What follows belongs to an exercise in optimizing a design on an open flow for small area and a short achievable clock period; a production flow would make more cautious choices. The RTL was checked by simulation tests, not by an equivalence proof against the original design. Power figures rest on the tool's default switching activity, not on a simulated workload.

==> inputs of fjord <==
==> flow/design.v (excerpt) <==
module osiris_id_ex #(
    parameter int XLEN = osiris_pkg::XLEN_DEF
) (
    input  logic            i_clk,
    input  logic            i_rst_n,
    input  logic            i_valid,
    input  logic [31:0]     i_instr,
    input  logic [XLEN-1:0] i_pc,
    input  logic [XLEN-1:0] i_rs1_data,
    input  logic [XLEN-1:0] i_rs2_data,
    output logic            o_ex_valid,
    output logic [XLEN-1:0] o_ex_alu_result,
    output logic [XLEN-1:0] o_ex_pc_plus4,
    output logic [XLEN-1:0] o_ex_store_data,
    output logic [4:0]      o_ex_rd,
    output logic            o_ex_reg_write,
    output logic            o_ex_mem_write,
    output logic [1:0]      o_ex_result_src,
    output logic            o_ex_fence,
    output logic            o_pc_src,
    output logic [XLEN-1:0] o_pc_target
);
Settings: LEC_CHECK=0, CAP_MARGIN=20, CORE_MARGIN=2, CORE_UTILIZATION=55, PLACE_DENSITY=0.68, SLEW_MARGIN=20; clock period 8.5 ns.
standard.sh (not shown) runs the stock make flow with config.mk's settings and CLKGATE_MAP_FILE= SYNTH_SCRIPT=/design/flow/synth_recipe.tcl, a recipe that flattens the netlist after the stock synthesis.
==> flow/flow/run.sh <==
#!/bin/bash
set -euo pipefail
export BUFFER_PORTS_ARGS="-buffer_cell sky130_fd_sc_hd__buf_1"
export CTS_ARGS="-sink_clustering_enable -repair_clock_nets -dont_use_dummy_load -sink_clustering_size 14 -sink_clustering_max_diameter 80 -buf_list {sky130_fd_sc_hd__clkbuf_8 sky130_fd_sc_hd__clkbuf_16}"
export SETUP_SLACK_MARGIN=5.8
bash standard.sh > standard.log 2>&1
==> inputs of tundra, as changes to fjord <==
--- a/flow/design.v
+++ b/flow/design.v
@@ -65,45 +65,40 @@
     output logic       o_jump,
     output logic       o_branch,
     output logic       o_reg_write,
     output logic       o_load,
     output logic       o_store,
     output logic       o_fence
 );
-    logic load, store, op_imm, op, lui, auipc, branch, jal, jalr, fence;
+    logic load, store, op_imm, op, lui, auipc, branch, jal, jalr, fence, alu;
     assign load   = (i_op == osiris_pkg::OPC_LOAD);
     assign store  = (i_op == osiris_pkg::OPC_STORE);
     assign op_imm = (i_op == osiris_pkg::OPC_OP_IMM);
     assign op     = (i_op == osiris_pkg::OPC_OP);
     assign lui    = (i_op == osiris_pkg::OPC_LUI);
     assign auipc  = (i_op == osiris_pkg::OPC_AUIPC);
     assign branch = (i_op == osiris_pkg::OPC_BRANCH);
     assign jal    = (i_op == osiris_pkg::OPC_JAL);
     assign jalr   = (i_op == osiris_pkg::OPC_JALR);
     assign fence  = (i_op == osiris_pkg::OPC_MISC_MEM);
-    logic d_alu, d_op, d_lui, d_branch;
-    assign d_alu       = ~i_op[4] & i_op[2] & ~i_op[0];             
-    assign d_op        = i_op[3] & i_op[2] & ~i_op[0];              
-    assign d_lui       = ~i_op[4] & i_op[3] & i_op[0];              
-    assign d_branch    = i_op[4] & ~i_op[0];                        
-    assign o_a_pc      = i_op[4] ? (~i_op[0] | i_op[1])             
-                                 : (i_op[0] & ~i_op[3]);            
-    assign o_a_rev     = d_alu & (i_funct_3 == 3'b001);
-    assign o_a_rs1     = ~o_a_pc & ~d_lui & ~o_a_rev;               
-    assign o_b_rs2     = d_op;
-    assign o_imm_s     = ~i_op[4] & i_op[3] & ~i_op[2];             
-    assign o_imm_b     = d_branch;
-    assign o_imm_u     = ~i_op[4] & i_op[0];                        
-    assign o_imm_j     = i_op[4] & i_op[1];                         
-    assign o_imm_i     = ~(o_imm_s | o_imm_b | o_imm_u | o_imm_j);
-    assign o_fn        = (d_alu | d_branch) ? i_funct_3 : 3'b000;
-    assign o_sub       = (d_op & i_funct_7_5 & (i_funct_3 == 3'b000)) |
-                         (d_alu & (i_funct_3[2:1] == 2'b01));
+    assign alu    = op | op_imm;
+    assign o_a_pc      = auipc | jal | branch;
+    assign o_a_rev     = alu & (i_funct_3 == 3'b001);
+    assign o_a_rs1     = ~(auipc | jal | branch | lui) & ~o_a_rev;
+    assign o_b_rs2     = op;
+    assign o_imm_s     = store;
+    assign o_imm_b     = branch;
+    assign o_imm_u     = lui | auipc;
+    assign o_imm_j     = jal;
+    assign o_imm_i     = ~(store | branch | lui | auipc | jal);
+    assign o_fn        = (alu | branch) ? i_funct_3 : 3'b000;
+    assign o_sub       = (op & i_funct_7_5 & (i_funct_3 == 3'b000)) |
+                         (alu & (i_funct_3[2:1] == 2'b01));
     assign o_sra       = i_funct_7_5;
-    assign o_jalr      = i_op[4] & i_op[0] & ~i_op[1];
+    assign o_jalr      = jalr;
     assign o_jump      = jal | jalr;
     assign o_branch    = branch;
     assign o_reg_write = load | op_imm | op | lui | auipc | jal | jalr;
     assign o_load      = load;
     assign o_store     = store;
     assign o_fence     = fence;
 endmodule
@@ -127,16 +122,16 @@
     assign o_a = ({32{i_a_pc}} & i_pc) | ({32{i_a_rs1 & ~i_sub}} & i_rs1) |
                  ({32{i_a_rs1 & i_sub}} & ~i_rs1) | ({32{i_a_rev}} & rs1_rev);
     assign o_b = i_b_rs2 ? i_rs2 : i_imm;
 endmodule
 module control_unit (
     input  logic [31:0] i_rs1,
     input  logic [31:0] i_rs2,
-    output logic [16:0] o_cmp,
-    input  logic [16:0] i_cmp,
+    output logic [8:0]  o_cmp,
+    input  logic [8:0]  i_cmp,
     input  logic [2:0]  i_funct_3,
     input  logic        i_go,
     input  logic        i_branch,
     input  logic        i_jump,
     input  logic        i_reg_write,
     input  logic        i_load,
     input  logic        i_store,
@@ -144,49 +139,41 @@
     output logic        o_reg_write,
     output logic        o_mem_write,
     output logic [1:0]  o_result_src,
     output logic        o_fence,
     output logic        o_pc_src
 );
     logic [31:0] e, l;
-    logic [7:0]  nib_eq, nib_lt;
+    logic [3:0]  byte_eq, byte_lt;
     logic        top_lt_s;
     assign e = ~(i_rs1 ^ i_rs2);
     assign l = ~i_rs1 & i_rs2;
     always_comb begin
-        for (int b = 0; b < 8; b++) begin
-            nib_lt[b] = 1'b0;
-            nib_eq[b] = 1'b1;
-            for (int i = 4*b; i < 4*b + 4; i++) begin
-                nib_lt[b] = l[i] | (e[i] & nib_lt[b]);
-                nib_eq[b] = nib_eq[b] & e[i];
+        for (int b = 0; b < 4; b++) begin
+            byte_lt[b] = 1'b0;
+            byte_eq[b] = 1'b1;
+            for (int i = 8*b; i < 8*b + 8; i++) begin
+                byte_lt[b] = l[i] | (e[i] & byte_lt[b]);
+                byte_eq[b] = byte_eq[b] & e[i];
             end
         end
         top_lt_s = 1'b0;
-        for (int i = 28; i < 31; i++) top_lt_s = l[i] | (e[i] & top_lt_s);
+        for (int i = 24; i < 31; i++) top_lt_s = l[i] | (e[i] & top_lt_s);
         top_lt_s = (i_rs1[31] & ~i_rs2[31]) | (e[31] & top_lt_s);
     end
-    assign o_cmp = {top_lt_s, nib_lt, nib_eq};
-    logic [7:0] q_eq, q_lt;
+    assign o_cmp = {top_lt_s, byte_lt, byte_eq};
+    logic [3:0] q_eq, q_lt;
     logic       q_lt_s, lo_lt, eq, lt, ltu, taken;
-    logic       lt10, eq10, lt32, eq32, lt54, eq54, lt3210;
-    assign q_eq   = i_cmp[7:0];
-    assign q_lt   = i_cmp[15:8];
-    assign q_lt_s = i_cmp[16];
-    assign lt10   = q_lt[1] | (q_eq[1] & q_lt[0]);
-    assign eq10   = q_eq[1] & q_eq[0];
-    assign lt32   = q_lt[3] | (q_eq[3] & q_lt[2]);
-    assign eq32   = q_eq[3] & q_eq[2];
-    assign lt54   = q_lt[5] | (q_eq[5] & q_lt[4]);
-    assign eq54   = q_eq[5] & q_eq[4];
-    assign lt3210 = lt32 | (eq32 & lt10);
-    assign lo_lt  = q_lt[6] | (q_eq[6] & (lt54 | (eq54 & lt3210)));
-    assign eq     = &q_eq;
-    assign ltu    = q_lt[7] | (q_eq[7] & lo_lt);
-    assign lt     = q_lt_s  | (q_eq[7] & lo_lt);
+    assign q_eq   = i_cmp[3:0];
+    assign q_lt   = i_cmp[7:4];
+    assign q_lt_s = i_cmp[8];
+    assign lo_lt = q_lt[2] | (q_eq[2] & (q_lt[1] | (q_eq[1] & q_lt[0])));
+    assign eq    = &q_eq;
+    assign ltu   = q_lt[3] | (q_eq[3] & lo_lt);
+    assign lt    = q_lt_s  | (q_eq[3] & lo_lt);
     assign taken = i_funct_3[2] ? ((i_funct_3[1] ? ltu : lt) ^ i_funct_3[0])
                                 : (eq ^ (~i_funct_3[1] & i_funct_3[0]));
     assign o_reg_write  = i_go & i_reg_write;
     assign o_mem_write  = i_go & i_store;
     assign o_result_src = {i_go & i_jump, i_go & i_load};
     assign o_fence      = i_go & i_fence;
     assign o_pc_src     = i_go & (i_jump | (i_branch & taken));
@@ -245,15 +232,14 @@
         o_store_data <= i_store_data;
         o_rd         <= i_rd;
     end
 endmodule
 module ex_stage (
     input  logic [31:0] i_a,        
     input  logic [31:0] i_b,
-    input  logic [4:0]  i_shamt,    
     input  logic [2:0]  i_fn,
     input  logic        i_sub,
     input  logic        i_sra,
     input  logic        i_clr0,
     input  logic        i_branch,   
     input  logic [31:0] i_pc,
     output logic [31:0] o_result,
@@ -269,15 +255,15 @@
     logic [31:0] low;
     logic        c31, lt_c1, lt_c0;
     assign low = {1'b0, i_a[30:0]} + {1'b0, i_b[30:0]};
     assign c31 = low[31];
     assign sum = {1'b0, p[31] ^ c31, low[30:0]} ^ {1'b0, {32{i_sub}}};
     assign lt_c1 = (f_slt & ~g[31]) | (f_sltu & (p[31] | g[31]));
     assign lt_c0 = (f_slt & ~(p[31] | g[31])) | (f_sltu & g[31]);
-    assign sh_ext = $signed({i_sra & i_fn[2] & i_a[31], i_a}) >>> i_shamt;
+    assign sh_ext = $signed({i_sra & i_fn[2] & i_a[31], i_a}) >>> i_b[4:0];
     assign sh_out = sh_ext[31:0];
     for (genvar i = 0; i < 32; i++) begin : g_rev
         assign sh_rev[i] = sh_out[31-i];
     end
     assign f_add  = i_branch | (i_fn == 3'b000);
     assign f_sll  = ~i_branch & (i_fn == 3'b001);
     assign f_slt  = ~i_branch & (i_fn == 3'b010);
@@ -320,15 +306,15 @@
     output logic [XLEN-1:0] o_pc_target
 );
     logic       a_pc, a_rs1, a_rev, b_rs2;
     logic       imm_i, imm_s, imm_b, imm_u, imm_j;
     logic [2:0] fn_if;
     logic       sub_if, sra_if, jalr_if, jump_if, branch_if;
     logic       reg_write_if, load_if, store_if, fence_if;
-    logic [16:0] cmp_if;
+    logic [8:0] cmp_if;
     op_decoder u_op_decoder (
         .i_op        (i_instr[6:2]),
         .i_funct_3   (i_instr[14:12]),
         .i_funct_7_5 (i_instr[30]),
         .o_a_pc      (a_pc),
         .o_a_rs1     (a_rs1),
         .o_a_rev     (a_rev),
@@ -369,25 +355,25 @@
         .i_a_rs1 (a_rs1),
         .i_a_rev (a_rev),
         .i_b_rs2 (b_rs2),
         .i_sub   (sub_if),
         .o_a     (a_if),
         .o_b     (b_if)
     );
-    localparam int CW = 34;
+    localparam int CW = 21;
     logic          v_id, go, pc_src_ex;
     logic [CW-1:0] ctrl_id;
     logic [4:0]    rd_id;
     logic [31:0]   a_id, b_id, pc_id, rs2_id;
     if_id_reg #(.CW(CW)) u_if_id_reg (
         .i_clk   (i_clk),
         .i_rst_n (i_rst_n),
         .i_flush (pc_src_ex),
         .i_valid (i_valid),
-        .i_ctrl  ({i_instr[5] ? i_rs2_data[4:0] : i_instr[24:20], cmp_if, branch_if, fence_if, store_if, load_if, reg_write_if,
+        .i_ctrl  ({cmp_if, branch_if, fence_if, store_if, load_if, reg_write_if,
                    jump_if, jalr_if, sra_if, sub_if, fn_if}),
         .i_rd    (i_instr[11:7]),
         .i_a     (a_if),
         .i_b     (b_if),
         .i_pc    (i_pc),
         .i_rs2   (i_rs2_data),
         .o_valid (v_id),
@@ -398,15 +384,14 @@
         .o_pc    (pc_id),
         .o_rs2   (rs2_id)
     );
     logic [31:0] result, pc_plus4;
     ex_stage u_ex_stage (
         .i_a        (a_id),
         .i_b        (b_id),
-        .i_shamt    (ctrl_id[33:29]),
         .i_fn       (ctrl_id[2:0]),
         .i_sub      (ctrl_id[3]),
         .i_sra      (ctrl_id[4]),
         .i_clr0     (ctrl_id[5]),
         .i_branch   (ctrl_id[11]),
         .i_pc       (pc_id),
         .o_result   (result),
@@ -415,15 +400,15 @@
     logic       reg_write, mem_write, fence, pc_src;
     logic [1:0] result_src;
     assign go = v_id & ~pc_src_ex;
     control_unit u_control_unit (
         .i_rs1        (i_rs1_data),
         .i_rs2        (i_rs2_data),
         .o_cmp        (cmp_if),
-        .i_cmp        (ctrl_id[28:12]),
+        .i_cmp        (ctrl_id[20:12]),
         .i_funct_3    (ctrl_id[2:0]),
         .i_go         (go),
         .i_branch     (ctrl_id[11]),
         .i_jump       (ctrl_id[6]),
         .i_reg_write  (ctrl_id[7]),
         .i_load       (ctrl_id[8]),
         .i_store      (ctrl_id[9]),
==> flow/flow/run.sh (replaced) <==
#!/bin/bash
set -euo pipefail
export BUFFER_PORTS_ARGS="-buffer_cell sky130_fd_sc_hd__buf_1"
export CTS_ARGS="-sink_clustering_enable -repair_clock_nets -dont_use_dummy_load -sink_clustering_size 20 -sink_clustering_max_diameter 100 -buf_list {sky130_fd_sc_hd__clkbuf_8 sky130_fd_sc_hd__clkbuf_16}"
export SETUP_SLACK_MARGIN=5.5
bash standard.sh > standard.log 2>&1
==> run summary <==
quantity	tundra	fjord
Ratio of cells with drive above 1 in the final layout	0.1025	0.2056
Total global routing track utilization	0.3233	0.3230
Destination of the worst hold path	u_id_ex_reg.o_store_data[8]	u_id_ex_reg.o_rd[4]
Met2 track demand over resource	0.5214	0.5316
P per Cell Area	208.3 nW/um2	219.5 nW/um2
Portion of the layout cell area used by clock cells	0.02791	0.03779
Critical path launch point	u_if_id_reg.o_b[0]	u_id_ex_reg.o_pc_plus4[19]
Final non-filler cell area	15240 um2	15890 um2
Outcome	complete, no violations	complete, no violations
Max FO, Critical Path	10	1
Pre-CTS setup slack	4573 ps	4383 ps
Mapped Area	13180 um2	13550 um2
Post-route met1 wirelength	17310 um	18140 um
Worst-margin pin slew	1076 ps	1020 ps
DR vias/cell	6.085	6.023
Number of buffer and inverter stages on the critical path	2	1
Clock group share of total power	0.238	0.268
WS Path Type	flop to flop	flop to primary output
Destination of the critical timing path	u_id_ex_reg.o_result[26]	o_ex_pc_plus4[19]
Number of sinks on the clock net	263	276
Average instance area after synthesis	9.277 um2	9.474 um2
Internal power consumption	2.117 mW	2.372 mW

port drivers added, routing unchanged:
In the flow no input, the clock included, has a driving cell. The finished layouts below were timed again as built, in two steps. Step 1, drivers: a clkbuf_16 drives i_clk and a buf_2 each remaining input, both assumed. Step 2, shift: input delay + t, output delay - t, t = (earliest + latest rising clock arrival at the registers) / 2. This alone moves slack from input paths to output paths. Slacks: ideal ports / drivers / drivers and shift; pairs: ideal ports / drivers.
| run | shift t [ns] | setup slack, ns | worst data-port slew with drivers (ns) |
|---|---|---|---|
| fjord | 0.572 | 5.818 / 5.765 / 5.304 | 0.05 |
| tundra | 0.547 | 5.541 / 5.541 / 5.040 | 0.05 |
After both steps setup and hold are still met in every run listed. The setup slack of fjord, which loses most, moves by -0.053 ns with the drivers and by -0.514 ns with both steps.
